From an optimization exercise on the open Yosys and OpenROAD flow, aimed at small area and a short achievable clock period; shortcuts taken in it are not production practice.
The RTL was checked by simulation tests, not by an equivalence proof against the original design.

===== design/flow/flow/run.sh =====
#!/bin/bash
# Standard layout (settings from config.mk via config.mk) plus the settings
# in flow/extra.mk: plain buf_1 port buffers instead of the default
# delay-cell buffers, and a larger setup margin for timing repair.
set -e
cp config.mk config_in.log
cat flow/extra.mk >> config.mk
bash standard.sh > standard.log 2>&1

===== design/flow/flow/extra.mk =====
export BUFFER_PORTS_ARGS = -buffer_cell sky130_fd_sc_hd__buf_1
export SETUP_SLACK_MARGIN = 7.25

===== design/flow/standard.sh =====
#!/bin/bash
# synth_recipe.tcl (not shown) runs the flow's synth.tcl, then flattens the netlist and writes it again
# the make line also repeats each setting of config.mk as NAME=value (left out here)
make -C /OpenROAD-flow-scripts/flow DESIGN_CONFIG=/design/flow/config.mk WORK_HOME=/design/flow/orfs CLKGATE_MAP_FILE= SYNTH_SCRIPT=/design/flow/synth_recipe.tcl "${@:-finish}"

===== design/flow/config.mk =====
export PLATFORM = sky130hd
export DESIGN_NAME = xgmii_rx_top
export DESIGN_NICKNAME = xgmii_rx_top
export VERILOG_FILES = /design/flow/design.v
export SDC_FILE = /design/flow/constraint.sdc
export NUM_CORES = 4
export LEC_CHECK = 0
export CAP_MARGIN = 20
export CORE_MARGIN = 2
export CORE_UTILIZATION = 65
export CTS_CLUSTER_DIAMETER = 120
export CTS_CLUSTER_SIZE = 25
export SLEW_MARGIN = 20
export SYNTH_HIERARCHICAL = 1
export BUFFER_PORTS_ARGS = -buffer_cell sky130_fd_sc_hd__buf_1
export SETUP_SLACK_MARGIN = 7.25

===== design/flow/constraint.sdc =====
create_clock -name core_clock -period 10.5 [get_ports {clk}]
set_input_delay 2.1000 -clock core_clock [delete_from_list [all_inputs] [get_ports {clk}]]
set_output_delay 2.1000 -clock core_clock [all_outputs]
set_load 0.01 [all_outputs]

===== design/flow/design.v =====
package xgmii_rx_pkg;
    localparam logic [7:0] XGMII_START = 8'hFB;
    localparam logic [7:0] XGMII_TERM  = 8'hFD;
    localparam logic [7:0] XGMII_IDLE  = 8'h07;
    localparam int DATA_W = 64;
    localparam int LANES  = 8;
    typedef logic [13:0] frame_len_t;
    typedef enum logic [3:0] {
        RUNT,
        FRAGMENT,
        SZ_64,
        SZ_65_127,
        SZ_128_255,
        SZ_256_511,
        SZ_512_1023,
        SZ_1024_MAX,
        OVERSIZE,
        JABBER
    } size_class_t;
    localparam logic [31:0] CRC_PRESET = 32'hFFFF_FFFF;
    function automatic logic [31:0] crc_check_const(input logic [2:0] t);
        case (t)
            3'd0:    crc_check_const = 32'hDEBB201E;
            3'd1:    crc_check_const = 32'h00BE26ED;
            3'd2:    crc_check_const = 32'hBE26ED00;
            3'd3:    crc_check_const = 32'h2DFD1072;
            3'd4:    crc_check_const = 32'hFFFFFFFF;
            3'd5:    crc_check_const = 32'h62932081;
            3'd6:    crc_check_const = 32'h4E3D5E5C;
            default: crc_check_const = 32'h39DD08E2;
        endcase
    endfunction
endpackage
`timescale 1ns/100ps
module xgmii_frame_parser
(
    input  logic        clk,
    input  logic        inv_aresetn,
    input  logic [63:0] xgmii_data_i,
    input  logic [7:0]  xgmii_ctrl_i,
    output logic [63:0] word_o,
    output logic        word_start_o,
    output logic [2:0]  check_lane_o,
    input  logic        crc_match_i,
    output logic [63:0] axis_tdata_o,
    output logic [7:0]  axis_tkeep_o,
    output logic        axis_tvalid_o,
    output logic        axis_tlast_o,
    output logic        axis_tuser_o,
    output logic [10:0] words_o,
    output logic [2:0]  len_lo_o
);
    typedef enum logic [1:0] {
        ST_IDLE,
        ST_DATA,
        ST_TAIL
    } state_t;
    logic [63:0] data_mask;
    logic        is_sfd_lane;
    logic [7:0]  is_term;
    logic [2:0]  term_lane;
    logic        to_tail;
    always_comb begin
        for (int i = 0; i < xgmii_rx_pkg::LANES; i++) begin
            data_mask[8*i +: 8] = {8{(i == 0 || i == 4 || !xgmii_ctrl_i[i]) && (i >= 4 || !to_tail)}};
            is_term[i] = (xgmii_data_i[8*i +: 8] == xgmii_rx_pkg::XGMII_TERM);
        end
    end
    assign is_sfd_lane = (xgmii_data_i[7:0] == xgmii_rx_pkg::XGMII_START) && !inv_aresetn;
    always_comb begin
        term_lane = '0;
        for (int i = xgmii_rx_pkg::LANES - 1; i >= 0; i--) begin
            if (xgmii_ctrl_i[i]) begin
                term_lane = 3'(i);
            end
        end
    end
    logic [7:0]  w_ctrl8_q;
    logic [7:0]  w_is_term_q;
    logic [2:0]  w_lane_q;
    logic        w_start_lane_q;
    logic        w_start_q;
    logic [63:0] w_data_q;
    logic [63:0] hold_q;
    always_ff @(posedge clk) begin
        w_data_q    <= xgmii_data_i & data_mask;
        w_ctrl8_q   <= xgmii_ctrl_i;
        w_is_term_q <= is_term;
        w_lane_q    <= to_tail ? w_lane_q : term_lane;
        w_start_lane_q <= is_sfd_lane;
        hold_q      <= w_data_q;
    end
    logic        w_ctrl_q;
    logic        w_term_ok_q;
    assign w_ctrl_q    = |w_ctrl8_q;
    assign w_start_q   = w_start_lane_q && (w_ctrl8_q == 8'h01);
    assign w_term_ok_q = w_is_term_q[w_lane_q] && ((w_ctrl8_q >> w_lane_q) == (8'hFF >> w_lane_q));
    assign word_o       = w_data_q;
    assign word_start_o = w_start_q;
    state_t      state_q;
    state_t      state_d;
    logic        held_vld_q;
    logic        held_vld_d;
    logic        tail_ok_q;
    logic [10:0] words_q;
    logic [10:0] words_d;
    logic [2:0]  len_lo_q;
    logic        cnt_inc_q;
    logic        cnt_clr_q;
    logic [10:0] words_tgl;
    logic        good;
    logic        tvalid_d;
    logic        tlast_d;
    logic [7:0]  tkeep_d;
    logic        tuser_d;
    logic [2:0]  len_lo_d;
    assign check_lane_o = w_lane_q;
    assign good         = crc_match_i && ((state_q == ST_TAIL) ? tail_ok_q : w_term_ok_q);
    assign to_tail      = (state_d == ST_TAIL);
    assign words_o  = words_q;
    assign len_lo_o = len_lo_q;
    always_comb begin
        state_d    = state_q;
        held_vld_d = held_vld_q;
        tvalid_d   = 1'b0;
        tlast_d    = 1'b0;
        tkeep_d    = 8'hFF;
        tuser_d    = good;
        len_lo_d   = 3'd4;
        case (state_q)
            ST_IDLE: begin
                if (w_start_q) begin
                    state_d    = ST_DATA;
                    held_vld_d = 1'b0;
                end
            end
            ST_DATA: begin
                if (!w_ctrl_q) begin
                    tvalid_d   = held_vld_q;
                    held_vld_d = 1'b1;
                end else begin
                    held_vld_d = 1'b0;
                    state_d    = ST_IDLE;
                    tvalid_d   = held_vld_q;
                    if (!w_term_ok_q) begin
                        tlast_d = 1'b1;
                    end else if (w_lane_q < 3'd4) begin
                        tlast_d = 1'b1;
                        tkeep_d  = 8'hFF >> (3'd4 - w_lane_q);
                        len_lo_d = w_lane_q;
                    end else if (w_lane_q == 3'd4) begin
                        tlast_d = 1'b1;
                    end else begin
                        state_d = ST_TAIL;
                    end
                end
            end
            ST_TAIL: begin
                tvalid_d   = 1'b1;
                tlast_d    = 1'b1;
                tkeep_d    = 8'hFF >> (4'd12 - {1'b0, w_lane_q});
                len_lo_d   = w_lane_q;
                held_vld_d = 1'b0;
                state_d    = w_start_q ? ST_DATA : ST_IDLE;
            end
            default: begin
                state_d = ST_IDLE;
            end
        endcase
    end
    always_comb begin
        words_tgl[0] = cnt_inc_q;
        for (int i = 1; i < 11; i++) begin
            words_tgl[i] = words_tgl[i-1] & words_q[i-1];
        end
        words_d = cnt_clr_q ? {10'd0, cnt_inc_q} : (words_q ^ words_tgl);
    end
    always_ff @(posedge clk) begin
        axis_tdata_o <= hold_q;
        axis_tkeep_o <= tkeep_d;
        axis_tlast_o <= tlast_d;
        words_q      <= words_d;
        cnt_inc_q    <= (state_q == ST_DATA) && !w_ctrl_q;
        cnt_clr_q    <= (state_q == ST_DATA) && !held_vld_q;
        tail_ok_q    <= w_term_ok_q;
        axis_tuser_o <= tuser_d;
        if (tvalid_d && tlast_d) begin
            len_lo_q <= len_lo_d;
        end
        if (inv_aresetn) begin
            state_q       <= ST_IDLE;
            held_vld_q    <= 1'b0;
            axis_tvalid_o <= 1'b0;
        end else begin
            state_q       <= state_d;
            held_vld_q    <= held_vld_d;
            axis_tvalid_o <= tvalid_d;
        end
    end
endmodule
`timescale 1ns/100ps
module xgmii_crc_check
(
    input  logic        clk,
    input  logic [63:0] word_i,
    input  logic        word_start_i,
    input  logic [2:0]  check_lane_i,
    output logic        crc_match_o
);
    logic [31:0] crc_q;
    logic [31:0] x;
    logic [31:0] d_hi;
    logic [31:0] nxt_a;
    logic [31:0] nxt_b;
    logic [31:0] nxt;
    for (genvar i = 0; i < 32; i++) begin : g_x
        crc_xor2 u_x (.a(crc_q[i]), .b(word_i[i]), .y(x[i]));
    end
    assign d_hi = word_i[63:32];
    logic [380:0] t;
    crc_xor2 u_x0 (.a(x[3]), .b(x[13]), .y(t[0]));
    crc_xor2 u_x1 (.a(x[11]), .b(x[12]), .y(t[1]));
    crc_xor2 u_x2 (.a(d_hi[7]), .b(x[19]), .y(t[2]));
    crc_xor2 u_x3 (.a(d_hi[0]), .b(d_hi[22]), .y(t[3]));
    crc_xor2 u_x4 (.a(x[6]), .b(x[16]), .y(t[4]));
    crc_xor2 u_x5 (.a(x[4]), .b(x[9]), .y(t[5]));
    crc_xor2 u_x6 (.a(x[5]), .b(x[31]), .y(t[6]));
    crc_xor2 u_x7 (.a(d_hi[4]), .b(x[7]), .y(t[7]));
    crc_xor2 u_x8 (.a(d_hi[5]), .b(x[8]), .y(t[8]));
    crc_xor2 u_x9 (.a(d_hi[24]), .b(x[10]), .y(t[9]));
    crc_xor2 u_x10 (.a(d_hi[23]), .b(x[30]), .y(t[10]));
    crc_xor2 u_x11 (.a(d_hi[15]), .b(t[0]), .y(t[11]));
    crc_xor2 u_x12 (.a(d_hi[2]), .b(d_hi[26]), .y(t[12]));
    crc_xor2 u_x13 (.a(d_hi[3]), .b(d_hi[6]), .y(t[13]));
    crc_xor2 u_x14 (.a(d_hi[11]), .b(x[14]), .y(t[14]));
    crc_xor2 u_x15 (.a(d_hi[12]), .b(x[15]), .y(t[15]));
    crc_xor2 u_x16 (.a(d_hi[19]), .b(t[2]), .y(t[16]));
    crc_xor2 u_x17 (.a(d_hi[14]), .b(d_hi[30]), .y(t[17]));
    crc_xor2 u_x18 (.a(d_hi[16]), .b(d_hi[28]), .y(t[18]));
    crc_xor2 u_x19 (.a(d_hi[18]), .b(d_hi[25]), .y(t[19]));
    crc_xor2 u_x20 (.a(d_hi[13]), .b(d_hi[29]), .y(t[20]));
    crc_xor2 u_x21 (.a(d_hi[21]), .b(x[26]), .y(t[21]));
    crc_xor2 u_x22 (.a(x[1]), .b(x[21]), .y(t[22]));
    crc_xor2 u_x23 (.a(d_hi[27]), .b(x[22]), .y(t[23]));
    crc_xor2 u_x24 (.a(t[3]), .b(x[27]), .y(t[24]));
    crc_xor2 u_x25 (.a(d_hi[20]), .b(x[25]), .y(t[25]));
    crc_xor2 u_x26 (.a(d_hi[31]), .b(x[17]), .y(t[26]));
    crc_xor2 u_x27 (.a(x[0]), .b(x[2]), .y(t[27]));
    crc_xor2 u_x28 (.a(d_hi[8]), .b(x[20]), .y(t[28]));
    crc_xor2 u_x29 (.a(d_hi[9]), .b(t[1]), .y(t[29]));
    crc_xor2 u_x30 (.a(d_hi[1]), .b(d_hi[10]), .y(t[30]));
    crc_xor2 u_x31 (.a(d_hi[17]), .b(t[6]), .y(t[31]));
    crc_xor2 u_x32 (.a(t[5]), .b(t[10]), .y(t[32]));
    crc_xor2 u_x33 (.a(x[18]), .b(x[23]), .y(t[33]));
    crc_xor2 u_x34 (.a(x[28]), .b(x[29]), .y(t[34]));
    crc_xor2 u_x35 (.a(d_hi[31]), .b(t[8]), .y(t[35]));
    crc_xor2 u_x36 (.a(t[4]), .b(t[13]), .y(t[36]));
    crc_xor2 u_x37 (.a(t[7]), .b(t[17]), .y(t[37]));
    crc_xor2 u_x38 (.a(t[9]), .b(t[31]), .y(t[38]));
    crc_xor2 u_x39 (.a(t[12]), .b(x[24]), .y(t[39]));
    crc_xor2 u_x40 (.a(t[24]), .b(x[11]), .y(t[40]));
    crc_xor2 u_x41 (.a(d_hi[0]), .b(t[15]), .y(t[41]));
    crc_xor2 u_x42 (.a(d_hi[25]), .b(d_hi[29]), .y(t[42]));
    crc_xor2 u_x43 (.a(d_hi[2]), .b(x[5]), .y(t[43]));
    crc_xor2 u_x44 (.a(d_hi[3]), .b(x[23]), .y(t[44]));
    crc_xor2 u_x45 (.a(d_hi[30]), .b(x[8]), .y(t[45]));
    crc_xor2 u_x46 (.a(x[24]), .b(x[25]), .y(t[46]));
    crc_xor2 u_x47 (.a(x[18]), .b(x[29]), .y(t[47]));
    crc_xor2 u_x48 (.a(d_hi[9]), .b(t[14]), .y(t[48]));
    crc_xor2 u_x49 (.a(d_hi[27]), .b(t[28]), .y(t[49]));
    crc_xor2 u_x50 (.a(t[26]), .b(x[21]), .y(t[50]));
    crc_xor2 u_x51 (.a(t[25]), .b(t[34]), .y(t[51]));
    crc_xor2 u_x52 (.a(d_hi[6]), .b(t[33]), .y(t[52]));
    crc_xor2 u_x53 (.a(t[5]), .b(t[23]), .y(t[53]));
    crc_xor2 u_x54 (.a(d_hi[28]), .b(t[22]), .y(t[54]));
    crc_xor2 u_x55 (.a(t[18]), .b(t[32]), .y(t[55]));
    crc_xor2 u_x56 (.a(t[16]), .b(x[1]), .y(t[56]));
    crc_xor2 u_x57 (.a(t[11]), .b(x[16]), .y(t[57]));
    crc_xor2 u_x58 (.a(d_hi[11]), .b(d_hi[17]), .y(t[58]));
    crc_xor2 u_x59 (.a(d_hi[5]), .b(d_hi[7]), .y(t[59]));
    crc_xor2 u_x60 (.a(d_hi[3]), .b(x[4]), .y(t[60]));
    crc_xor2 u_x61 (.a(x[12]), .b(x[28]), .y(t[61]));
    crc_xor2 u_x62 (.a(d_hi[10]), .b(x[22]), .y(t[62]));
    crc_xor2 u_x63 (.a(d_hi[16]), .b(x[14]), .y(t[63]));
    crc_xor2 u_x64 (.a(d_hi[13]), .b(x[2]), .y(t[64]));
    crc_xor2 u_x65 (.a(d_hi[26]), .b(t[30]), .y(t[65]));
    crc_xor2 u_x66 (.a(d_hi[23]), .b(x[7]), .y(t[66]));
    crc_xor2 u_x67 (.a(x[5]), .b(x[30]), .y(t[67]));
    crc_xor2 u_x68 (.a(x[2]), .b(x[27]), .y(t[68]));
    crc_xor2 u_x69 (.a(t[3]), .b(x[10]), .y(t[69]));
    crc_xor2 u_x70 (.a(d_hi[1]), .b(x[15]), .y(t[70]));
    crc_xor2 u_x71 (.a(t[19]), .b(t[20]), .y(t[71]));
    crc_xor2 u_x72 (.a(x[12]), .b(x[13]), .y(t[72]));
    crc_xor2 u_x73 (.a(t[58]), .b(x[20]), .y(t[73]));
    crc_xor2 u_x74 (.a(t[61]), .b(x[31]), .y(t[74]));
    crc_xor2 u_x75 (.a(t[28]), .b(x[3]), .y(t[75]));
    crc_xor2 u_x76 (.a(t[8]), .b(t[14]), .y(t[76]));
    crc_xor2 u_x77 (.a(d_hi[2]), .b(t[27]), .y(t[77]));
    crc_xor2 u_x78 (.a(t[6]), .b(t[39]), .y(t[78]));
    crc_xor2 u_x79 (.a(d_hi[4]), .b(t[40]), .y(t[79]));
    crc_xor2 u_x80 (.a(t[36]), .b(t[54]), .y(t[80]));
    crc_xor2 u_x81 (.a(d_hi[15]), .b(t[35]), .y(t[81]));
    crc_xor2 u_x82 (.a(t[29]), .b(x[9]), .y(t[82]));
    crc_xor2 u_x83 (.a(t[21]), .b(t[50]), .y(t[83]));
    crc_xor2 u_x84 (.a(d_hi[7]), .b(d_hi[24]), .y(t[84]));
    crc_xor2 u_x85 (.a(d_hi[14]), .b(d_hi[18]), .y(t[85]));
    crc_xor2 u_x86 (.a(d_hi[18]), .b(x[30]), .y(t[86]));
    crc_xor2 u_x87 (.a(d_hi[23]), .b(x[28]), .y(t[87]));
    crc_xor2 u_x88 (.a(x[14]), .b(x[26]), .y(t[88]));
    crc_xor2 u_x89 (.a(t[12]), .b(t[30]), .y(t[89]));
    crc_xor2 u_x90 (.a(t[30]), .b(x[15]), .y(t[90]));
    crc_xor2 u_x91 (.a(t[19]), .b(x[0]), .y(t[91]));
    crc_xor2 u_x92 (.a(d_hi[14]), .b(x[7]), .y(t[92]));
    crc_xor2 u_x93 (.a(t[17]), .b(x[6]), .y(t[93]));
    crc_xor2 u_x94 (.a(d_hi[17]), .b(x[18]), .y(t[94]));
    crc_xor2 u_x95 (.a(x[0]), .b(x[4]), .y(t[95]));
    crc_xor2 u_x96 (.a(t[59]), .b(x[17]), .y(t[96]));
    crc_xor2 u_x97 (.a(t[18]), .b(t[20]), .y(t[97]));
    crc_xor2 u_x98 (.a(d_hi[8]), .b(x[24]), .y(t[98]));
    crc_xor2 u_x99 (.a(d_hi[12]), .b(t[19]), .y(t[99]));
    crc_xor2 u_x100 (.a(x[10]), .b(x[17]), .y(t[100]));
    crc_xor2 u_x101 (.a(t[23]), .b(x[16]), .y(t[101]));
    crc_xor2 u_x102 (.a(t[25]), .b(t[43]), .y(t[102]));
    crc_xor2 u_x103 (.a(t[46]), .b(x[3]), .y(t[103]));
    crc_xor2 u_x104 (.a(t[10]), .b(t[23]), .y(t[104]));
    crc_xor2 u_x105 (.a(t[4]), .b(x[24]), .y(t[105]));
    crc_xor2 u_x106 (.a(t[47]), .b(t[62]), .y(t[106]));
    crc_xor2 u_x107 (.a(t[92]), .b(x[19]), .y(t[107]));
    crc_xor2 u_x108 (.a(t[4]), .b(t[94]), .y(t[108]));
    crc_xor2 u_x109 (.a(t[1]), .b(t[71]), .y(t[109]));
    crc_xor2 u_x110 (.a(d_hi[24]), .b(t[0]), .y(t[110]));
    crc_xor2 u_x111 (.a(t[27]), .b(t[72]), .y(t[111]));
    crc_xor2 u_x112 (.a(t[7]), .b(t[22]), .y(t[112]));
    crc_xor2 u_x113 (.a(t[7]), .b(x[6]), .y(t[113]));
    crc_xor2 u_x114 (.a(t[15]), .b(x[26]), .y(t[114]));
    crc_xor2 u_x115 (.a(t[9]), .b(t[14]), .y(t[115]));
    crc_xor2 u_x116 (.a(d_hi[20]), .b(t[15]), .y(t[116]));
    crc_xor2 u_x117 (.a(d_hi[22]), .b(t[1]), .y(t[117]));
    crc_xor2 u_x118 (.a(t[24]), .b(t[46]), .y(t[118]));
    crc_xor2 u_x119 (.a(t[39]), .b(t[44]), .y(t[119]));
    crc_xor2 u_x120 (.a(t[21]), .b(t[69]), .y(t[120]));
    crc_xor2 u_x121 (.a(t[60]), .b(t[96]), .y(t[121]));
    crc_xor2 u_x122 (.a(t[63]), .b(x[13]), .y(t[122]));
    crc_xor2 u_x123 (.a(t[20]), .b(t[21]), .y(t[123]));
    crc_xor2 u_x124 (.a(t[66]), .b(t[89]), .y(t[124]));
    crc_xor2 u_x125 (.a(t[98]), .b(x[29]), .y(t[125]));
    crc_xor2 u_x126 (.a(d_hi[1]), .b(t[2]), .y(t[126]));
    crc_xor2 u_x127 (.a(d_hi[7]), .b(t[27]), .y(t[127]));
    crc_xor2 u_x128 (.a(d_hi[29]), .b(t[11]), .y(t[128]));
    crc_xor2 u_x129 (.a(t[37]), .b(t[53]), .y(t[129]));
    crc_xor2 u_x130 (.a(t[51]), .b(t[75]), .y(t[130]));
    crc_xor2 u_x131 (.a(t[41]), .b(t[102]), .y(t[131]));
    crc_xor2 u_x132 (.a(t[26]), .b(t[37]), .y(t[132]));
    crc_xor2 u_x133 (.a(t[45]), .b(t[101]), .y(t[133]));
    crc_xor2 u_x134 (.a(t[49]), .b(t[76]), .y(t[134]));
    crc_xor2 u_x135 (.a(t[65]), .b(t[113]), .y(t[135]));
    crc_xor2 u_x136 (.a(t[18]), .b(t[36]), .y(t[136]));
    crc_xor2 u_x137 (.a(d_hi[21]), .b(t[41]), .y(t[137]));
    crc_xor2 u_x138 (.a(t[16]), .b(t[26]), .y(t[138]));
    crc_xor2 u_x139 (.a(d_hi[6]), .b(t[48]), .y(t[139]));
    crc_xor2 u_x140 (.a(t[68]), .b(t[117]), .y(t[140]));
    crc_xor2 u_x141 (.a(d_hi[12]), .b(t[40]), .y(t[141]));
    crc_xor2 u_x142 (.a(t[29]), .b(t[49]), .y(t[142]));
    crc_xor2 u_x143 (.a(t[70]), .b(t[77]), .y(t[143]));
    crc_xor2 u_x144 (.a(t[2]), .b(t[53]), .y(t[144]));
    crc_xor2 u_x145 (.a(t[11]), .b(t[90]), .y(t[145]));
    crc_xor2 u_x146 (.a(t[37]), .b(t[123]), .y(t[146]));
    crc_xor2 u_x147 (.a(d_hi[25]), .b(t[35]), .y(t[147]));
    crc_xor2 u_x148 (.a(t[38]), .b(t[42]), .y(t[148]));
    crc_xor2 u_x149 (.a(t[57]), .b(t[132]), .y(t[149]));
    crc_xor2 u_x150 (.a(d_hi[22]), .b(t[56]), .y(t[150]));
    crc_xor2 u_x151 (.a(d_hi[28]), .b(t[83]), .y(t[151]));
    crc_xor2 u_x152 (.a(t[56]), .b(x[22]), .y(t[152]));
    crc_xor2 u_x153 (.a(t[80]), .b(t[137]), .y(t[153]));
    crc_xor2 u_x154 (.a(t[116]), .b(t[134]), .y(t[154]));
    crc_xor2 u_x155 (.a(t[38]), .b(t[87]), .y(t[155]));
    crc_xor2 u_x156 (.a(t[79]), .b(t[108]), .y(t[156]));
    crc_xor2 u_x157 (.a(t[97]), .b(t[131]), .y(t[157]));
    crc_xor2 u_x158 (.a(d_hi[20]), .b(t[12]), .y(t[158]));
    crc_xor2 u_x159 (.a(x[1]), .b(t[63]), .y(t[159]));
    crc_xor2 u_x160 (.a(t[100]), .b(t[158]), .y(t[160]));
    crc_xor2 u_x161 (.a(t[32]), .b(t[36]), .y(t[161]));
    crc_xor2 u_x162 (.a(t[75]), .b(t[126]), .y(t[162]));
    crc_xor2 u_x163 (.a(t[159]), .b(t[160]), .y(t[163]));
    crc_xor2 u_x164 (.a(t[79]), .b(t[161]), .y(t[164]));
    crc_xor2 u_x165 (.a(t[162]), .b(t[163]), .y(t[165]));
    crc_xor2 u_x166 (.a(d_hi[21]), .b(x[18]), .y(t[166]));
    crc_xor2 u_x167 (.a(x[21]), .b(t[7]), .y(t[167]));
    crc_xor2 u_x168 (.a(t[166]), .b(t[121]), .y(t[168]));
    crc_xor2 u_x169 (.a(t[167]), .b(t[142]), .y(t[169]));
    crc_xor2 u_x170 (.a(t[143]), .b(t[168]), .y(t[170]));
    crc_xor2 u_x171 (.a(t[155]), .b(t[169]), .y(t[171]));
    crc_xor2 u_x172 (.a(d_hi[4]), .b(d_hi[8]), .y(t[172]));
    crc_xor2 u_x173 (.a(t[3]), .b(x[19]), .y(t[173]));
    crc_xor2 u_x174 (.a(t[172]), .b(t[8]), .y(t[174]));
    crc_xor2 u_x175 (.a(t[43]), .b(t[91]), .y(t[175]));
    crc_xor2 u_x176 (.a(t[173]), .b(t[29]), .y(t[176]));
    crc_xor2 u_x177 (.a(t[106]), .b(t[110]), .y(t[177]));
    crc_xor2 u_x178 (.a(t[174]), .b(t[175]), .y(t[178]));
    crc_xor2 u_x179 (.a(t[80]), .b(t[176]), .y(t[179]));
    crc_xor2 u_x180 (.a(t[177]), .b(t[178]), .y(t[180]));
    crc_xor2 u_x181 (.a(d_hi[5]), .b(t[13]), .y(t[181]));
    crc_xor2 u_x182 (.a(t[42]), .b(x[17]), .y(t[182]));
    crc_xor2 u_x183 (.a(x[20]), .b(x[23]), .y(t[183]));
    crc_xor2 u_x184 (.a(t[181]), .b(t[182]), .y(t[184]));
    crc_xor2 u_x185 (.a(t[183]), .b(t[32]), .y(t[185]));
    crc_xor2 u_x186 (.a(t[48]), .b(t[111]), .y(t[186]));
    crc_xor2 u_x187 (.a(t[184]), .b(t[135]), .y(t[187]));
    crc_xor2 u_x188 (.a(t[185]), .b(t[186]), .y(t[188]));
    crc_xor2 u_x189 (.a(t[152]), .b(t[187]), .y(t[189]));
    crc_xor2 u_x190 (.a(d_hi[10]), .b(d_hi[30]), .y(t[190]));
    crc_xor2 u_x191 (.a(t[190]), .b(t[0]), .y(t[191]));
    crc_xor2 u_x192 (.a(t[9]), .b(t[52]), .y(t[192]));
    crc_xor2 u_x193 (.a(t[78]), .b(t[112]), .y(t[193]));
    crc_xor2 u_x194 (.a(t[127]), .b(t[191]), .y(t[194]));
    crc_xor2 u_x195 (.a(t[192]), .b(t[193]), .y(t[195]));
    crc_xor2 u_x196 (.a(t[194]), .b(t[154]), .y(t[196]));
    crc_xor2 u_x197 (.a(d_hi[8]), .b(x[11]), .y(t[197]));
    crc_xor2 u_x198 (.a(t[64]), .b(t[197]), .y(t[198]));
    crc_xor2 u_x199 (.a(t[48]), .b(t[103]), .y(t[199]));
    crc_xor2 u_x200 (.a(t[198]), .b(t[144]), .y(t[200]));
    crc_xor2 u_x201 (.a(t[147]), .b(t[199]), .y(t[201]));
    crc_xor2 u_x202 (.a(t[153]), .b(t[200]), .y(t[202]));
    crc_xor2 u_x203 (.a(x[1]), .b(x[6]), .y(t[203]));
    crc_xor2 u_x204 (.a(t[10]), .b(t[44]), .y(t[204]));
    crc_xor2 u_x205 (.a(t[62]), .b(t[68]), .y(t[205]));
    crc_xor2 u_x206 (.a(t[88]), .b(t[203]), .y(t[206]));
    crc_xor2 u_x207 (.a(t[29]), .b(t[107]), .y(t[207]));
    crc_xor2 u_x208 (.a(t[204]), .b(t[205]), .y(t[208]));
    crc_xor2 u_x209 (.a(t[206]), .b(t[207]), .y(t[209]));
    crc_xor2 u_x210 (.a(t[208]), .b(t[157]), .y(t[210]));
    crc_xor2 u_x211 (.a(d_hi[24]), .b(x[8]), .y(t[211]));
    crc_xor2 u_x212 (.a(x[27]), .b(t[27]), .y(t[212]));
    crc_xor2 u_x213 (.a(t[44]), .b(t[73]), .y(t[213]));
    crc_xor2 u_x214 (.a(t[211]), .b(t[74]), .y(t[214]));
    crc_xor2 u_x215 (.a(t[105]), .b(t[212]), .y(t[215]));
    crc_xor2 u_x216 (.a(t[213]), .b(t[145]), .y(t[216]));
    crc_xor2 u_x217 (.a(t[146]), .b(t[214]), .y(t[217]));
    crc_xor2 u_x218 (.a(t[215]), .b(t[216]), .y(t[218]));
    crc_xor2 u_x219 (.a(d_hi[2]), .b(d_hi[16]), .y(t[219]));
    crc_xor2 u_x220 (.a(t[219]), .b(t[5]), .y(t[220]));
    crc_xor2 u_x221 (.a(t[22]), .b(t[34]), .y(t[221]));
    crc_xor2 u_x222 (.a(t[99]), .b(t[76]), .y(t[222]));
    crc_xor2 u_x223 (.a(t[118]), .b(t[220]), .y(t[223]));
    crc_xor2 u_x224 (.a(t[221]), .b(t[222]), .y(t[224]));
    crc_xor2 u_x225 (.a(t[223]), .b(t[149]), .y(t[225]));
    crc_xor2 u_x226 (.a(t[43]), .b(t[64]), .y(t[226]));
    crc_xor2 u_x227 (.a(t[114]), .b(t[226]), .y(t[227]));
    crc_xor2 u_x228 (.a(t[81]), .b(t[130]), .y(t[228]));
    crc_xor2 u_x229 (.a(t[227]), .b(t[152]), .y(t[229]));
    crc_xor2 u_x230 (.a(t[156]), .b(t[228]), .y(t[230]));
    crc_xor2 u_x231 (.a(t[12]), .b(t[59]), .y(t[231]));
    crc_xor2 u_x232 (.a(t[85]), .b(x[14]), .y(t[232]));
    crc_xor2 u_x233 (.a(x[23]), .b(t[34]), .y(t[233]));
    crc_xor2 u_x234 (.a(t[64]), .b(t[231]), .y(t[234]));
    crc_xor2 u_x235 (.a(t[232]), .b(t[29]), .y(t[235]));
    crc_xor2 u_x236 (.a(t[112]), .b(t[120]), .y(t[236]));
    crc_xor2 u_x237 (.a(t[233]), .b(t[234]), .y(t[237]));
    crc_xor2 u_x238 (.a(t[235]), .b(t[236]), .y(t[238]));
    crc_xor2 u_x239 (.a(d_hi[14]), .b(d_hi[19]), .y(t[239]));
    crc_xor2 u_x240 (.a(t[13]), .b(t[239]), .y(t[240]));
    crc_xor2 u_x241 (.a(t[8]), .b(t[240]), .y(t[241]));
    crc_xor2 u_x242 (.a(t[104]), .b(t[125]), .y(t[242]));
    crc_xor2 u_x243 (.a(t[241]), .b(t[140]), .y(t[243]));
    crc_xor2 u_x244 (.a(t[145]), .b(t[242]), .y(t[244]));
    crc_xor2 u_x245 (.a(d_hi[2]), .b(d_hi[4]), .y(t[245]));
    crc_xor2 u_x246 (.a(t[84]), .b(x[23]), .y(t[246]));
    crc_xor2 u_x247 (.a(t[245]), .b(t[25]), .y(t[247]));
    crc_xor2 u_x248 (.a(t[246]), .b(t[74]), .y(t[248]));
    crc_xor2 u_x249 (.a(t[247]), .b(t[55]), .y(t[249]));
    crc_xor2 u_x250 (.a(t[57]), .b(t[139]), .y(t[250]));
    crc_xor2 u_x251 (.a(t[248]), .b(t[249]), .y(t[251]));
    crc_xor2 u_x252 (.a(d_hi[10]), .b(t[21]), .y(t[252]));
    crc_xor2 u_x253 (.a(t[41]), .b(t[121]), .y(t[253]));
    crc_xor2 u_x254 (.a(t[122]), .b(t[125]), .y(t[254]));
    crc_xor2 u_x255 (.a(t[252]), .b(t[253]), .y(t[255]));
    crc_xor2 u_x256 (.a(t[254]), .b(t[148]), .y(t[256]));
    crc_xor2 u_x257 (.a(d_hi[8]), .b(d_hi[13]), .y(t[257]));
    crc_xor2 u_x258 (.a(d_hi[26]), .b(d_hi[30]), .y(t[258]));
    crc_xor2 u_x259 (.a(t[19]), .b(x[25]), .y(t[259]));
    crc_xor2 u_x260 (.a(t[257]), .b(t[258]), .y(t[260]));
    crc_xor2 u_x261 (.a(t[67]), .b(t[70]), .y(t[261]));
    crc_xor2 u_x262 (.a(t[259]), .b(t[260]), .y(t[262]));
    crc_xor2 u_x263 (.a(t[261]), .b(t[262]), .y(t[263]));
    crc_xor2 u_x264 (.a(t[139]), .b(t[263]), .y(t[264]));
    crc_xor2 u_x265 (.a(d_hi[5]), .b(d_hi[9]), .y(t[265]));
    crc_xor2 u_x266 (.a(d_hi[27]), .b(t[85]), .y(t[266]));
    crc_xor2 u_x267 (.a(t[265]), .b(t[4]), .y(t[267]));
    crc_xor2 u_x268 (.a(t[266]), .b(t[74]), .y(t[268]));
    crc_xor2 u_x269 (.a(t[114]), .b(t[124]), .y(t[269]));
    crc_xor2 u_x270 (.a(t[267]), .b(t[138]), .y(t[270]));
    crc_xor2 u_x271 (.a(t[268]), .b(t[269]), .y(t[271]));
    crc_xor2 u_x272 (.a(d_hi[13]), .b(d_hi[27]), .y(t[272]));
    crc_xor2 u_x273 (.a(x[8]), .b(x[11]), .y(t[273]));
    crc_xor2 u_x274 (.a(t[272]), .b(t[47]), .y(t[274]));
    crc_xor2 u_x275 (.a(t[273]), .b(t[11]), .y(t[275]));
    crc_xor2 u_x276 (.a(t[115]), .b(t[274]), .y(t[276]));
    crc_xor2 u_x277 (.a(t[55]), .b(t[135]), .y(t[277]));
    crc_xor2 u_x278 (.a(t[275]), .b(t[276]), .y(t[278]));
    crc_xor2 u_x279 (.a(t[150]), .b(t[277]), .y(t[279]));
    crc_xor2 u_x280 (.a(t[1]), .b(t[77]), .y(t[280]));
    crc_xor2 u_x281 (.a(t[107]), .b(t[55]), .y(t[281]));
    crc_xor2 u_x282 (.a(t[280]), .b(t[148]), .y(t[282]));
    crc_xor2 u_x283 (.a(t[154]), .b(t[281]), .y(t[283]));
    crc_xor2 u_x284 (.a(d_hi[26]), .b(x[20]), .y(t[284]));
    crc_xor2 u_x285 (.a(t[45]), .b(t[71]), .y(t[285]));
    crc_xor2 u_x286 (.a(t[284]), .b(t[11]), .y(t[286]));
    crc_xor2 u_x287 (.a(t[285]), .b(t[38]), .y(t[287]));
    crc_xor2 u_x288 (.a(t[82]), .b(t[286]), .y(t[288]));
    crc_xor2 u_x289 (.a(t[153]), .b(t[287]), .y(t[289]));
    crc_xor2 u_x290 (.a(d_hi[19]), .b(t[4]), .y(t[290]));
    crc_xor2 u_x291 (.a(t[65]), .b(t[69]), .y(t[291]));
    crc_xor2 u_x292 (.a(t[50]), .b(t[109]), .y(t[292]));
    crc_xor2 u_x293 (.a(t[122]), .b(t[127]), .y(t[293]));
    crc_xor2 u_x294 (.a(t[290]), .b(t[291]), .y(t[294]));
    crc_xor2 u_x295 (.a(t[129]), .b(t[292]), .y(t[295]));
    crc_xor2 u_x296 (.a(t[293]), .b(t[294]), .y(t[296]));
    crc_xor2 u_x297 (.a(x[15]), .b(t[24]), .y(t[297]));
    crc_xor2 u_x298 (.a(t[33]), .b(t[67]), .y(t[298]));
    crc_xor2 u_x299 (.a(t[72]), .b(t[73]), .y(t[299]));
    crc_xor2 u_x300 (.a(t[16]), .b(t[297]), .y(t[300]));
    crc_xor2 u_x301 (.a(t[298]), .b(t[299]), .y(t[301]));
    crc_xor2 u_x302 (.a(t[81]), .b(t[129]), .y(t[302]));
    crc_xor2 u_x303 (.a(t[136]), .b(t[300]), .y(t[303]));
    crc_xor2 u_x304 (.a(t[301]), .b(t[302]), .y(t[304]));
    crc_xor2 u_x305 (.a(x[7]), .b(x[28]), .y(t[305]));
    crc_xor2 u_x306 (.a(t[86]), .b(t[95]), .y(t[306]));
    crc_xor2 u_x307 (.a(t[305]), .b(t[31]), .y(t[307]));
    crc_xor2 u_x308 (.a(t[35]), .b(t[54]), .y(t[308]));
    crc_xor2 u_x309 (.a(t[119]), .b(t[306]), .y(t[309]));
    crc_xor2 u_x310 (.a(t[128]), .b(t[141]), .y(t[310]));
    crc_xor2 u_x311 (.a(t[307]), .b(t[308]), .y(t[311]));
    crc_xor2 u_x312 (.a(t[309]), .b(t[310]), .y(t[312]));
    crc_xor2 u_x313 (.a(t[20]), .b(t[86]), .y(t[313]));
    crc_xor2 u_x314 (.a(t[100]), .b(t[16]), .y(t[314]));
    crc_xor2 u_x315 (.a(t[78]), .b(t[313]), .y(t[315]));
    crc_xor2 u_x316 (.a(t[130]), .b(t[133]), .y(t[316]));
    crc_xor2 u_x317 (.a(t[140]), .b(t[314]), .y(t[317]));
    crc_xor2 u_x318 (.a(t[315]), .b(t[316]), .y(t[318]));
    crc_xor2 u_x319 (.a(d_hi[0]), .b(d_hi[3]), .y(t[319]));
    crc_xor2 u_x320 (.a(d_hi[19]), .b(x[0]), .y(t[320]));
    crc_xor2 u_x321 (.a(x[31]), .b(t[319]), .y(t[321]));
    crc_xor2 u_x322 (.a(t[0]), .b(t[33]), .y(t[322]));
    crc_xor2 u_x323 (.a(t[93]), .b(t[320]), .y(t[323]));
    crc_xor2 u_x324 (.a(t[321]), .b(t[32]), .y(t[324]));
    crc_xor2 u_x325 (.a(t[51]), .b(t[322]), .y(t[325]));
    crc_xor2 u_x326 (.a(t[323]), .b(t[142]), .y(t[326]));
    crc_xor2 u_x327 (.a(t[324]), .b(t[325]), .y(t[327]));
    crc_xor2 u_x328 (.a(t[151]), .b(t[326]), .y(t[328]));
    crc_xor2 u_x329 (.a(t[84]), .b(t[28]), .y(t[329]));
    crc_xor2 u_x330 (.a(t[66]), .b(t[78]), .y(t[330]));
    crc_xor2 u_x331 (.a(t[106]), .b(t[329]), .y(t[331]));
    crc_xor2 u_x332 (.a(t[82]), .b(t[83]), .y(t[332]));
    crc_xor2 u_x333 (.a(t[128]), .b(t[136]), .y(t[333]));
    crc_xor2 u_x334 (.a(t[330]), .b(t[331]), .y(t[334]));
    crc_xor2 u_x335 (.a(t[332]), .b(t[333]), .y(t[335]));
    crc_xor2 u_x336 (.a(t[42]), .b(t[22]), .y(t[336]));
    crc_xor2 u_x337 (.a(t[25]), .b(t[73]), .y(t[337]));
    crc_xor2 u_x338 (.a(t[52]), .b(t[110]), .y(t[338]));
    crc_xor2 u_x339 (.a(t[124]), .b(t[336]), .y(t[339]));
    crc_xor2 u_x340 (.a(t[337]), .b(t[82]), .y(t[340]));
    crc_xor2 u_x341 (.a(t[133]), .b(t[338]), .y(t[341]));
    crc_xor2 u_x342 (.a(t[339]), .b(t[340]), .y(t[342]));
    crc_xor2 u_x343 (.a(d_hi[10]), .b(t[45]), .y(t[343]));
    crc_xor2 u_x344 (.a(t[99]), .b(t[111]), .y(t[344]));
    crc_xor2 u_x345 (.a(t[115]), .b(t[119]), .y(t[345]));
    crc_xor2 u_x346 (.a(t[343]), .b(t[144]), .y(t[346]));
    crc_xor2 u_x347 (.a(t[344]), .b(t[345]), .y(t[347]));
    crc_xor2 u_x348 (.a(t[151]), .b(t[346]), .y(t[348]));
    crc_xor2 u_x349 (.a(d_hi[1]), .b(d_hi[11]), .y(t[349]));
    crc_xor2 u_x350 (.a(d_hi[25]), .b(x[13]), .y(t[350]));
    crc_xor2 u_x351 (.a(t[349]), .b(t[95]), .y(t[351]));
    crc_xor2 u_x352 (.a(t[350]), .b(t[52]), .y(t[352]));
    crc_xor2 u_x353 (.a(t[104]), .b(t[105]), .y(t[353]));
    crc_xor2 u_x354 (.a(t[351]), .b(t[138]), .y(t[354]));
    crc_xor2 u_x355 (.a(t[352]), .b(t[353]), .y(t[355]));
    crc_xor2 u_x356 (.a(t[157]), .b(t[354]), .y(t[356]));
    crc_xor2 u_x357 (.a(t[52]), .b(t[103]), .y(t[357]));
    crc_xor2 u_x358 (.a(t[38]), .b(t[55]), .y(t[358]));
    crc_xor2 u_x359 (.a(t[141]), .b(t[146]), .y(t[359]));
    crc_xor2 u_x360 (.a(t[357]), .b(t[358]), .y(t[360]));
    crc_xor2 u_x361 (.a(x[4]), .b(x[26]), .y(t[361]));
    crc_xor2 u_x362 (.a(t[93]), .b(t[361]), .y(t[362]));
    crc_xor2 u_x363 (.a(t[109]), .b(t[118]), .y(t[363]));
    crc_xor2 u_x364 (.a(t[126]), .b(t[362]), .y(t[364]));
    crc_xor2 u_x365 (.a(t[81]), .b(t[363]), .y(t[365]));
    crc_xor2 u_x366 (.a(t[364]), .b(t[155]), .y(t[366]));
    crc_xor2 u_x367 (.a(x[12]), .b(t[9]), .y(t[367]));
    crc_xor2 u_x368 (.a(t[60]), .b(t[67]), .y(t[368]));
    crc_xor2 u_x369 (.a(t[88]), .b(t[91]), .y(t[369]));
    crc_xor2 u_x370 (.a(t[51]), .b(t[367]), .y(t[370]));
    crc_xor2 u_x371 (.a(t[368]), .b(t[369]), .y(t[371]));
    crc_xor2 u_x372 (.a(t[370]), .b(t[371]), .y(t[372]));
    crc_xor2 u_x373 (.a(t[149]), .b(t[150]), .y(t[373]));
    crc_xor2 u_x374 (.a(t[13]), .b(x[9]), .y(t[374]));
    crc_xor2 u_x375 (.a(t[6]), .b(t[47]), .y(t[375]));
    crc_xor2 u_x376 (.a(t[374]), .b(t[16]), .y(t[376]));
    crc_xor2 u_x377 (.a(t[120]), .b(t[375]), .y(t[377]));
    crc_xor2 u_x378 (.a(t[57]), .b(t[143]), .y(t[378]));
    crc_xor2 u_x379 (.a(t[147]), .b(t[376]), .y(t[379]));
    crc_xor2 u_x380 (.a(t[377]), .b(t[378]), .y(t[380]));
    assign nxt_a[0] = t[164];
    assign nxt_b[0] = t[165];
    assign nxt_a[1] = t[170];
    assign nxt_b[1] = t[171];
    assign nxt_a[2] = t[179];
    assign nxt_b[2] = t[180];
    assign nxt_a[3] = t[188];
    assign nxt_b[3] = t[189];
    assign nxt_a[4] = t[195];
    assign nxt_b[4] = t[196];
    assign nxt_a[5] = t[201];
    assign nxt_b[5] = t[202];
    assign nxt_a[6] = t[209];
    assign nxt_b[6] = t[210];
    assign nxt_a[7] = t[217];
    assign nxt_b[7] = t[218];
    assign nxt_a[8] = t[224];
    assign nxt_b[8] = t[225];
    assign nxt_a[9] = t[229];
    assign nxt_b[9] = t[230];
    assign nxt_a[10] = t[237];
    assign nxt_b[10] = t[238];
    assign nxt_a[11] = t[243];
    assign nxt_b[11] = t[244];
    assign nxt_a[12] = t[250];
    assign nxt_b[12] = t[251];
    assign nxt_a[13] = t[255];
    assign nxt_b[13] = t[256];
    assign nxt_a[14] = t[156];
    assign nxt_b[14] = t[264];
    assign nxt_a[15] = t[270];
    assign nxt_b[15] = t[271];
    assign nxt_a[16] = t[278];
    assign nxt_b[16] = t[279];
    assign nxt_a[17] = t[282];
    assign nxt_b[17] = t[283];
    assign nxt_a[18] = t[288];
    assign nxt_b[18] = t[289];
    assign nxt_a[19] = t[295];
    assign nxt_b[19] = t[296];
    assign nxt_a[20] = t[303];
    assign nxt_b[20] = t[304];
    assign nxt_a[21] = t[311];
    assign nxt_b[21] = t[312];
    assign nxt_a[22] = t[317];
    assign nxt_b[22] = t[318];
    assign nxt_a[23] = t[327];
    assign nxt_b[23] = t[328];
    assign nxt_a[24] = t[334];
    assign nxt_b[24] = t[335];
    assign nxt_a[25] = t[341];
    assign nxt_b[25] = t[342];
    assign nxt_a[26] = t[347];
    assign nxt_b[26] = t[348];
    assign nxt_a[27] = t[355];
    assign nxt_b[27] = t[356];
    assign nxt_a[28] = t[359];
    assign nxt_b[28] = t[360];
    assign nxt_a[29] = t[365];
    assign nxt_b[29] = t[366];
    assign nxt_a[30] = t[372];
    assign nxt_b[30] = t[373];
    assign nxt_a[31] = t[379];
    assign nxt_b[31] = t[380];
    assign nxt = nxt_a ^ nxt_b;
    assign crc_match_o = (x == xgmii_rx_pkg::crc_check_const(check_lane_i));
    always_ff @(posedge clk) begin
        if (word_start_i) begin
            crc_q <= xgmii_rx_pkg::CRC_PRESET;
        end else begin
            crc_q <= nxt;
        end
    end
endmodule
module crc_xor2
(
    input  logic a,
    input  logic b,
    output logic y
);
    assign y = a ^ b;
endmodule
`timescale 1ns/100ps
module rx_frame_stats
#(
    parameter int MAX_FRAME_LEN = 1518
) (
    input  logic        clk,
    input  logic        inv_aresetn,
    input  logic        tvalid_i,
    input  logic        tlast_i,
    input  logic        tuser_i,
    input  logic [10:0] words_i,
    input  logic [2:0]  len_lo_i,
    output logic        stat_valid_o,
    output logic        stat_crc_ok_o,
    output logic [13:0] stat_len_o,
    output logic [3:0]  stat_size_o,
    output logic [31:0] good_frames_o,
    output logic [31:0] bad_frames_o
);
    logic frame_end;
    xgmii_rx_pkg::frame_len_t frame_len;
    function automatic xgmii_rx_pkg::size_class_t classify(input xgmii_rx_pkg::frame_len_t len, input logic crc_ok);
        if (len < 14'd64) begin
            classify = crc_ok ? xgmii_rx_pkg::RUNT : xgmii_rx_pkg::FRAGMENT;
        end else if (len == 14'd64) begin
            classify = xgmii_rx_pkg::SZ_64;
        end else if (len < 14'd128) begin
            classify = xgmii_rx_pkg::SZ_65_127;
        end else if (len < 14'd256) begin
            classify = xgmii_rx_pkg::SZ_128_255;
        end else if (len < 14'd512) begin
            classify = xgmii_rx_pkg::SZ_256_511;
        end else if (len < 14'd1024) begin
            classify = xgmii_rx_pkg::SZ_512_1023;
        end else if (len <= 14'(MAX_FRAME_LEN)) begin
            classify = xgmii_rx_pkg::SZ_1024_MAX;
        end else begin
            classify = crc_ok ? xgmii_rx_pkg::OVERSIZE : xgmii_rx_pkg::JABBER;
        end
    endfunction
    assign frame_end  = tvalid_i && tlast_i;
    function automatic logic [31:0] inc_toggle(input logic [31:0] cnt, input logic en);
        logic [7:0] c;
        c[0] = en;
        for (int k = 1; k < 8; k++) begin
            c[k] = c[k-1] & (&cnt[4*(k-1) +: 4]);
        end
        for (int k = 0; k < 8; k++) begin
            inc_toggle[4*k] = c[k];
            for (int j = 1; j < 4; j++) begin
                inc_toggle[4*k+j] = inc_toggle[4*k+j-1] & cnt[4*k+j-1];
            end
        end
    endfunction
    assign frame_len     = {words_i, len_lo_i};
    assign stat_len_o    = frame_len;
    always_ff @(posedge clk) begin
        stat_crc_ok_o <= tuser_i;
        stat_size_o   <= classify(frame_len, tuser_i);
        if (inv_aresetn) begin
            stat_valid_o  <= 1'b0;
            good_frames_o <= '0;
            bad_frames_o  <= '0;
        end else begin
            stat_valid_o <= frame_end;
            good_frames_o <= good_frames_o ^ inc_toggle(good_frames_o, frame_end && tuser_i);
            bad_frames_o  <= bad_frames_o ^ inc_toggle(bad_frames_o, frame_end && !tuser_i);
        end
    end
endmodule
`timescale 1ns/100ps
module xgmii_rx_top
#(
    parameter int MAX_FRAME_LEN = 1518
) (
    input  logic        clk,
    input  logic        inv_aresetn,
    input  logic [63:0] xgmii_data_i,
    input  logic [7:0]  xgmii_ctrl_i,
    output logic [63:0] axis_tdata_o,
    output logic [7:0]  axis_tkeep_o,
    output logic        axis_tvalid_o,
    output logic        axis_tlast_o,
    output logic        axis_tuser_o,
    output logic        stat_valid_o,
    output logic        stat_crc_ok_o,
    output logic [13:0] stat_len_o,
    output logic [3:0]  stat_size_o,
    output logic [31:0] good_frames_o,
    output logic [31:0] bad_frames_o
);
    logic [63:0] word;
    logic        word_start;
    logic [2:0]  check_lane;
    logic        crc_match;
    logic [10:0] words;
    logic [2:0]  len_lo;
    xgmii_frame_parser u_parser (
        .clk           (clk),
        .inv_aresetn   (inv_aresetn),
        .xgmii_data_i  (xgmii_data_i),
        .xgmii_ctrl_i  (xgmii_ctrl_i),
        .word_o        (word),
        .word_start_o  (word_start),
        .check_lane_o  (check_lane),
        .crc_match_i   (crc_match),
        .axis_tdata_o  (axis_tdata_o),
        .axis_tkeep_o  (axis_tkeep_o),
        .axis_tvalid_o (axis_tvalid_o),
        .axis_tlast_o  (axis_tlast_o),
        .axis_tuser_o  (axis_tuser_o),
        .words_o       (words),
        .len_lo_o      (len_lo)
    );
    xgmii_crc_check u_crc_check (
        .clk          (clk),
        .word_i       (word),
        .word_start_i (word_start),
        .check_lane_i (check_lane),
        .crc_match_o  (crc_match)
    );
    rx_frame_stats #(
        .MAX_FRAME_LEN (MAX_FRAME_LEN)
    ) u_stats (
        .clk           (clk),
        .inv_aresetn   (inv_aresetn),
        .tvalid_i      (axis_tvalid_o),
        .tlast_i       (axis_tlast_o),
        .tuser_i       (axis_tuser_o),
        .words_i       (words),
        .len_lo_i      (len_lo),
        .stat_valid_o  (stat_valid_o),
        .stat_crc_ok_o (stat_crc_ok_o),
        .stat_len_o    (stat_len_o),
        .stat_size_o   (stat_size_o),
        .good_frames_o (good_frames_o),
        .bad_frames_o  (bad_frames_o)
    );
endmodule

==> results of run 1 <==
cell usage after synthesis, types with 4 or more instances:
| library cell | number | area [sq um] |
|---|---|---|
| a21o_2 | 5 | 43.8 |
| a21oi_1 | 23 | 115 |
| a31oi_1 | 6 | 37.5 |
| and2_1 | 4 | 25.0 |
| and4_1 | 4 | 35.0 |
| buf_2 | 4 | 20.0 |
| buf_4 | 20 | 150 |
| clkbuf_1 | 17 | 63.8 |
| dfxtp_1 | 339 | 6790 |
| edfxtp_1 | 6 | 180 |
| ha_1 | 69 | 863 |
| inv_1 | 20 | 75.1 |
| mux2i_1 | 10 | 100 |
| mux4_1 | 4 | 105 |
| nand2_1 | 29 | 109 |
| nand2b_1 | 38 | 238 |
| nand3_1 | 5 | 25.0 |
| nand3b_1 | 5 | 37.5 |
| nand4_1 | 22 | 138 |
| nand4b_1 | 8 | 70.1 |
| nor2_1 | 53 | 199 |
| nor2b_1 | 96 | 601 |
| nor3_1 | 18 | 90.1 |
| nor3b_1 | 27 | 203 |
| nor4_1 | 4 | 25.0 |
| o21ai_0 | 18 | 90.1 |
| o21ai_1 | 4 | 20.0 |
| o22ai_1 | 4 | 25.0 |
| xnor2_1 | 53 | 464 |
| xor2_1 | 417 | 3650 |
how the worst max path moves through the flow:
stage	startpoint	end	depth (start not counted)
finish	u_parser.len_lo_q[2]$_DFFE_PP_	stat_len_o[2]	1
global route	u_parser.w_lane_q[0]$_SDFFCE_PP0N_	u_parser.w_data_q[13]$_DFF_P_	9
CTS	u_parser.axis_tlast_o$_DFF_P_	axis_tlast_o	1
detailed placement	u_parser.w_lane_q[0]$_SDFFCE_PP0N_	u_parser.w_lane_q[0]$_SDFFCE_PP0N_	9
global placement	u_parser.w_lane_q[0]$_SDFFCE_PP0N_	u_parser.w_lane_q[0]$_SDFFCE_PP0N_	9
floorplan	xgmii_ctrl_i[5]	u_parser.w_lane_q[1]$_SDFFCE_PP0N_	4
final cells by class:
type / count / area share, %
Multi-Input combinational cell: 1003 / 47.4
Tap cell: 319 / 2.32
Clock buffer: 20 / 2.54
Timing Repair Buffer: 266 / 6.66
Sequential cell: 345 / 40.6
Clock inverter: 1 / 0.0437
Inverter: 21 / 0.473
Antenna cell: 1 / 0.0146
per-stage QoR:
stage | std cells | util (%)
after floorplan | 1414 | -
after global placement | 1948 | 71.1
after detailed placement | 1948 | 71.1
after CTS | 1973 | 73.4
after global routing | 1975 | 73.7
final | 1976 | 73.7
modules after synthesis, one instance, submodules excluded, excerpt:
module | times used | area, sq um | flip-flops and latches | cells
xgmii_frame_parser | 1 | 6640 | 243 | 478
xgmii_crc_check | 1 | 2060 | 32 | 244
crc_xor2 | 413 | 8.76 | 0 | 1
what timing repair did:
action,in CTS,in global routing
gates cloned,1,0
gates resized for setup,7,14
setup endpoints to repair,48,43
buffers inserted,3,2
pin swaps,1,0
per-layer routing:
layer | wire length [um] | track usage (%) | up-vias
li1 | - | - | 5126
met2 | 19000 | 54.1 | 452
met3 | 2780 | 4.57 | 127
met5 | 0 | 0 | -
met1 | 15500 | 37.5 | 5104
met4 | 2160 | 16.3 | 0
flip-flops by register name (all words and copies together) (netlist names), 8 cells and up:
| signal | flops |
|---|---|
| u_parser.axis_tdata_o | 64 |
| u_parser.hold_q | 64 |
| u_parser.w_data_q | 64 |
| u_crc_check.crc_q | 32 |
| u_stats.bad_frames_o | 32 |
| u_stats.good_frames_o | 32 |
| u_parser.words_q | 11 |
| u_parser.axis_tkeep_o | 8 |
| u_parser.w_ctrl8_q | 8 |
| u_parser.w_is_term_q | 8 |
cells by family (layout without fill, tap and decap cells):
| group | Yosys count | after routing | share of synthesized area [%] |
|---|---|---|---|
| xor+xnor | 470 | 470 | 26.8 |
| flops | 345 | 345 | 45.3 |
| simple gates | 344 | 344 | 13.8 |
| compound gates | 100 | 101 | 4.46 |
| fa+ha+maj | 71 | 71 | 5.75 |
| buf+inv | 67 | 308 | 2.38 |
| mux | 17 | 17 | 1.55 |
| other cells | 0 | 1 | 0 |
==> summary.txt, run 1 <==
type of the worst min-delay path=reg -> reg; asr flop ratio synth=0%; Least-Margin Pin Slew=roughly 1.1 ns; yosys warns=9; Seq/Total Area, Yosys=around 45%; fin nets=1797; die area=~25000 sq um; count of cell types in the netlist=80; synthesized cell area=about 15000 sq um; via count=10809; syn avg cell area=around 11 sq um; fin crit share=a little under a third; pre-CTS setup slack=between 6 and 7 ns; Die Width=around 160 um; initial antenna violation count=2; DRC Markers=0; core area=23300 sq um; worst reg-to-reg setup slack=roughly 7.3 ns; Post-Layout Inst Area=about 17000 sq um; CTS Sinks=345; Initial Util=65.9%; synthesized flop and latch total=around 350; IO Count=233; Crit-path slowest cell=edfxtp_1; status=finished clean; Max Cap Viol=0; CP Max Fanout=3; critical path cell sequence=buf_1; I/O Buffers=about 230; most frequent cells in the layout=xor2_1, dfxtp_1, buf_1; routability cong.=between 0.9 and 1; Worst Clk Skew=between 0.02 and 0.025 ns; Max stage delay on crit path=around 0.43 ns; R2R Path Start=u_parser.w_data_q[12]$_DFF_P_; Clock Pin Slew Worst Setup and Hold Paths=0.09 ns; endpoints failing setup=0; Skew-Pair Late Insertion Delay=0.51 ns; first-pass GRT wire length=58300 um; largest net degree at the start of global routing=71; DR pass1 iterations=7; initial DRC count=between 800 and 900; # hold bufs at CTS=0; CP bufs+invs=1; Tmin final=around 3.2 ns; share of layout cells above drive strength 1=under 10%; Routed Antenna Nets=0; row count=56; f_max=between 300 and 400 MHz; Critical Path End Type=output port; R2R depth=8; hold path endpoint=u_parser.axis_tdata_o[62]$_DFF_P_; setup TNS=0 ns; Slew Viols, Final=0; delay-heaviest family, CP=flip-flops; final wirelength=39400 um; Clock Tree Root=clkbuf_16; area of the multi-input gates=about 8100 sq um; Placed Area=about 17000 sq um; Setup crit start kind=flop; worst hold start=u_parser.hold_q[62]$_DFF_P_; RSZ-0062 raised after global routing=no; Fin. Hold Viols=0; FF/Latch Area=6980 sq um; Clock Path Buffers=3; grt ovf=0; Hold WS=0.327 ns; CTS tree=yes; CP required=8.40 ns; number of global-route vias before repair=around 10000; EDFF count, synth=6; WL per Instance=about 20 um; Layout area overhead=11.8%; HPWL after DPL=between 30000 and 40000 um; CP arrival=around 1.1 ns; final setup margin=around 7.3 ns; most common cell after layout, fill and taps aside=xor2_1; H-Tree Depth=1; Slew headroom=23.8%; total track usage=a little under a third; Crit Path Class=reg -> out; Worst R2R End=u_crc_check.crc_q[24]$_SDFF_PP1_; fillers=1756; Die Ht=roughly 160 um; cells after synthesis=approximately 1400; drt via density=between 5 and 6; hold depth=0; syn_nets=between 1500 and 2000; top_reg_cell synth=dfxtp_1; Num CTS Buffers=17
==> inputs of run 2 (changes only) <==
--- a/design/flow/config.mk
+++ b/design/flow/config.mk
@@ -9,3 +9,3 @@
 export CORE_MARGIN = 2
-export CORE_UTILIZATION = 65
+export CORE_UTILIZATION = 55
 export CTS_CLUSTER_DIAMETER = 120
==> summary.txt, run 2 <==
Clock Pin Slew Worst Setup and Hold Paths=0.09 ns (about the same); I/O Buffers=232 (unchanged); die area=29300 sq um (+18%); fin crit share=30.7% (+0.26 points); Setup crit start kind=flop; Max stage delay on crit path=0.46 ns (+0.03 ns); type of the worst min-delay path=reg -> reg; RSZ-0062 raised after global routing=yes; Routed Antenna Nets=0 (unchanged); f_max=310 MHz (-0.85%); grt ovf=0 (unchanged); endpoints failing setup=0 (unchanged); Worst Clk Skew=0.0155 ns (-0.00710 ns); Crit-path slowest cell=edfxtp_1; Crit Path Class=reg -> out; share of layout cells above drive strength 1=6.44% (+0.10 points); yosys warns=9 (unchanged); asr flop ratio synth=0% (unchanged); synthesized cell area=15400 sq um (unchanged); Slew headroom=37.9% (+14 points); H-Tree Depth=1 (unchanged); critical path cell sequence=clkbuf_2; initial antenna violation count=2 (unchanged); most common cell in the netlist=xor2_1; syn_nets=1557 (unchanged); count of cell types in the netlist=80 (unchanged); first-pass GRT wire length=57600 um (-1.2%); delay-heaviest family, CP=flip-flops; largest net degree at the start of global routing=71 (unchanged); top_reg_cell synth=dfxtp_1; Core Util, Final=62.5% (-11 points); number of global-route vias before repair=10037 (-3.6%); Clock Tree Root=clkbuf_16; Die Width=171 um (+8.5%); post-synth top area share=44.1% (unchanged); DRC Markers=0 (unchanged); met3 WL=2020 um (-27%); setup TNS=0 ns (unchanged); synthesized flop and latch total=345 (unchanged); CP Max Fanout=4 (+1); Layout area overhead=12.3%; status=finished clean; total track usage=26.3% (-4.9 points); most frequent cells in the layout=xor2_1, dfxtp_1, buf_1; CTS Sinks=345 (unchanged); DR pass1 iterations=7 (unchanged); Tmin final=3.22 ns (+0.0275 ns); routability cong.=1.02 (+3.8%); top cells by count, synth=xor2_1, dfxtp_1, nor2b_1, ha_1; CP arrival=1.12 ns (+0.03 ns); fin nets=1802 (+0.28%); Num CTS Buffers=17 (unchanged); Die Ht=171 um (+8.5%); CTS tree=yes; Fin. Hold Viols=0 (unchanged); EDFF count, synth=6 (unchanged); Placed Area=16700 sq um (+0.69%); Least-Margin Pin Slew=0.928 ns (-0.210 ns); most common cell after layout, fill and taps aside=xor2_1; initial DRC count=614 (-28%); post-synth top area cell=dfxtp_1; cells after synthesis=1414 (unchanged); WL per Instance=19.3 um (-3.1%); M1 WL=16700 um (+8.1%); core area=27600 sq um (+18%); Post-Layout Inst Area=17300 sq um (+0.46%); Hold WS=0.330 ns (+0.00250 ns); Max Cap Viol=0 (unchanged); IO Count=233 (unchanged); Top Layer Used=met5; drt via density=5.15 (-5.8%); Slew Viols, Final=0 (unchanged); Initial Util=55.7% (-10 points); CP required=8.40 ns (about the same); HPWL after DPL=30300 um (-0.15%); row count=61 (+8.9%); Seq/Total Area, Yosys=45.3% (unchanged); Regs by FF count=u_parser.axis_tdata_o x64, u_parser.hold_q x64, u_parser.w_data_q x64; metal2 WL=18500 um (-2.6%); Synth area leaders=dfxtp_1, xor2_1, ha_1; Skew-Pair Late Insertion Delay=0.51 ns (about the same); syn avg cell area=10.9 sq um (unchanged); Clock Path Buffers=3 (unchanged); final wirelength=39400 um (about the same); CP bufs+invs=1 (unchanged); Critical Path End Type=output port; via count=10508 (-2.8%)
[run 2: cell counts after synthesis]
No cell type changed its count.
[run 2: worst register-to-register path, cell delays in order, from the launching register on]
cell and delay, ns:
dfxtp_1 0.38, xor2_1 0.64, xor2_1 0.51, xor2_1 0.43, xor2_1 0.33, xor2_1 0.39, xor2_1 0.21, xnor2_1 0.13
nand2b_1 0.06
[run 2: stage by stage]
step / instances / setup WS [ns]
2_1_floorplan: 1414 / 7.61
3_3_place_gp: 2011 / 6.99
3_5_place_dp: 2012 / 6.90
4_1_cts: 2036 / 7.25
5_1_grt: 2040 / 7.21
6_report: 2040 / 7.28
[run 2: worst paths after layout]
path / startpoint / end / slack [ns] / cells after the start
setup / recovery: u_parser.len_lo_q[1]$_DFFE_PP_ / stat_len_o[1] / 7.28 / 1
hold / removal: u_parser.hold_q[59]$_DFF_P_ / u_parser.axis_tdata_o[59]$_DFF_P_ / 0.33 / 0
setup reg to reg: u_parser.w_data_q[29]$_DFF_P_ / u_crc_check.crc_q[9]$_SDFF_PP1_ / 7.32 / 8
hold reg to reg: u_parser.hold_q[59]$_DFF_P_ / u_parser.axis_tdata_o[59]$_DFF_P_ / 0.33 / 0
[run 2: kinds of logic after synthesis]
family | after synthesis | share of synthesized area [%]
and+or+nand+nor | 344 | 13.8
AOI/OAI and AO/OA | 100 | 4.46
DFF | 345 | 45.3
buffers and inverters | 67 | 2.38
adders and majority gates | 71 | 5.75
xor gates and xnor gates | 470 | 26.8
muxes | 17 | 1.55
[run 2: what timing repair did]
item,CTS,global route
hold buffers,0,0
gates resized for setup,6,14
endpoints found under the setup margin,40,55
gates cloned,1,0
hold endpoints to repair,0,0
pin swaps,1,1
buffers inserted,2,3
[run 2: per-module statistics from Yosys (local to each module, per instance), a selection]
module | area [sq um] | cells inside | flip-flops and latches | copies in the design
crc_xor2 | 8.76 | 1 | 0 | 413
xgmii_crc_check | 2060 | 244 | 32 | 1
xgmii_frame_parser | 6640 | 478 | 243 | 1
[run 2: final cells by class]
type / count / area [sq um]
fillers: 2413 / 10400
clock buffers: 20 / 437
flip-flops and latches: 345 / 6980
clock inverters: 1 / 7.51
multi-input cells: 1003 / 8100
well taps: 378 / 473
repair buffers: 271 / 1190
inverters: 21 / 81.3
diodes: 1 / 2.50
[run 2: per-layer routing]
layer | GRT usage [%] | vias to the layer above
met5 | 0 | -
met3 | 3.68 | 101
met4 | 13.6 | 2
met1 | 33.0 | 4921
met2 | 44.3 | 337
li1 | - | 5147

## separate check: timing with driven ports
No port has a modelled driver above. Below, the same layouts with a new extraction and two added sets of constraints.
Step 1 sets driving cells, clkbuf_16 on the clock port and buf_2 on the other inputs (assumed; they add their load-dependent delay and slew).
Step 2 also shifts input and output timing later by t, the mid clock arrival at the registers, as if the neighbouring blocks saw the same clock.
a / b / c = ideal ports / drivers / drivers and shift; a / b = the first two.
run | t, ns | setup WS [ns] | worst setup path at the end | worst slew at a driven data input, ns
run 1 | 0.548 | 7.305 / 7.256 / 7.144 | input to register | 0.05
run 2 | 0.547 | 7.278 / 7.232 / 7.134 | input to register | 0.08
After both steps setup and hold are still met in every run listed. The setup slack of run 1, which loses most, moves by -0.049 ns with the drivers and by -0.161 ns with both steps.
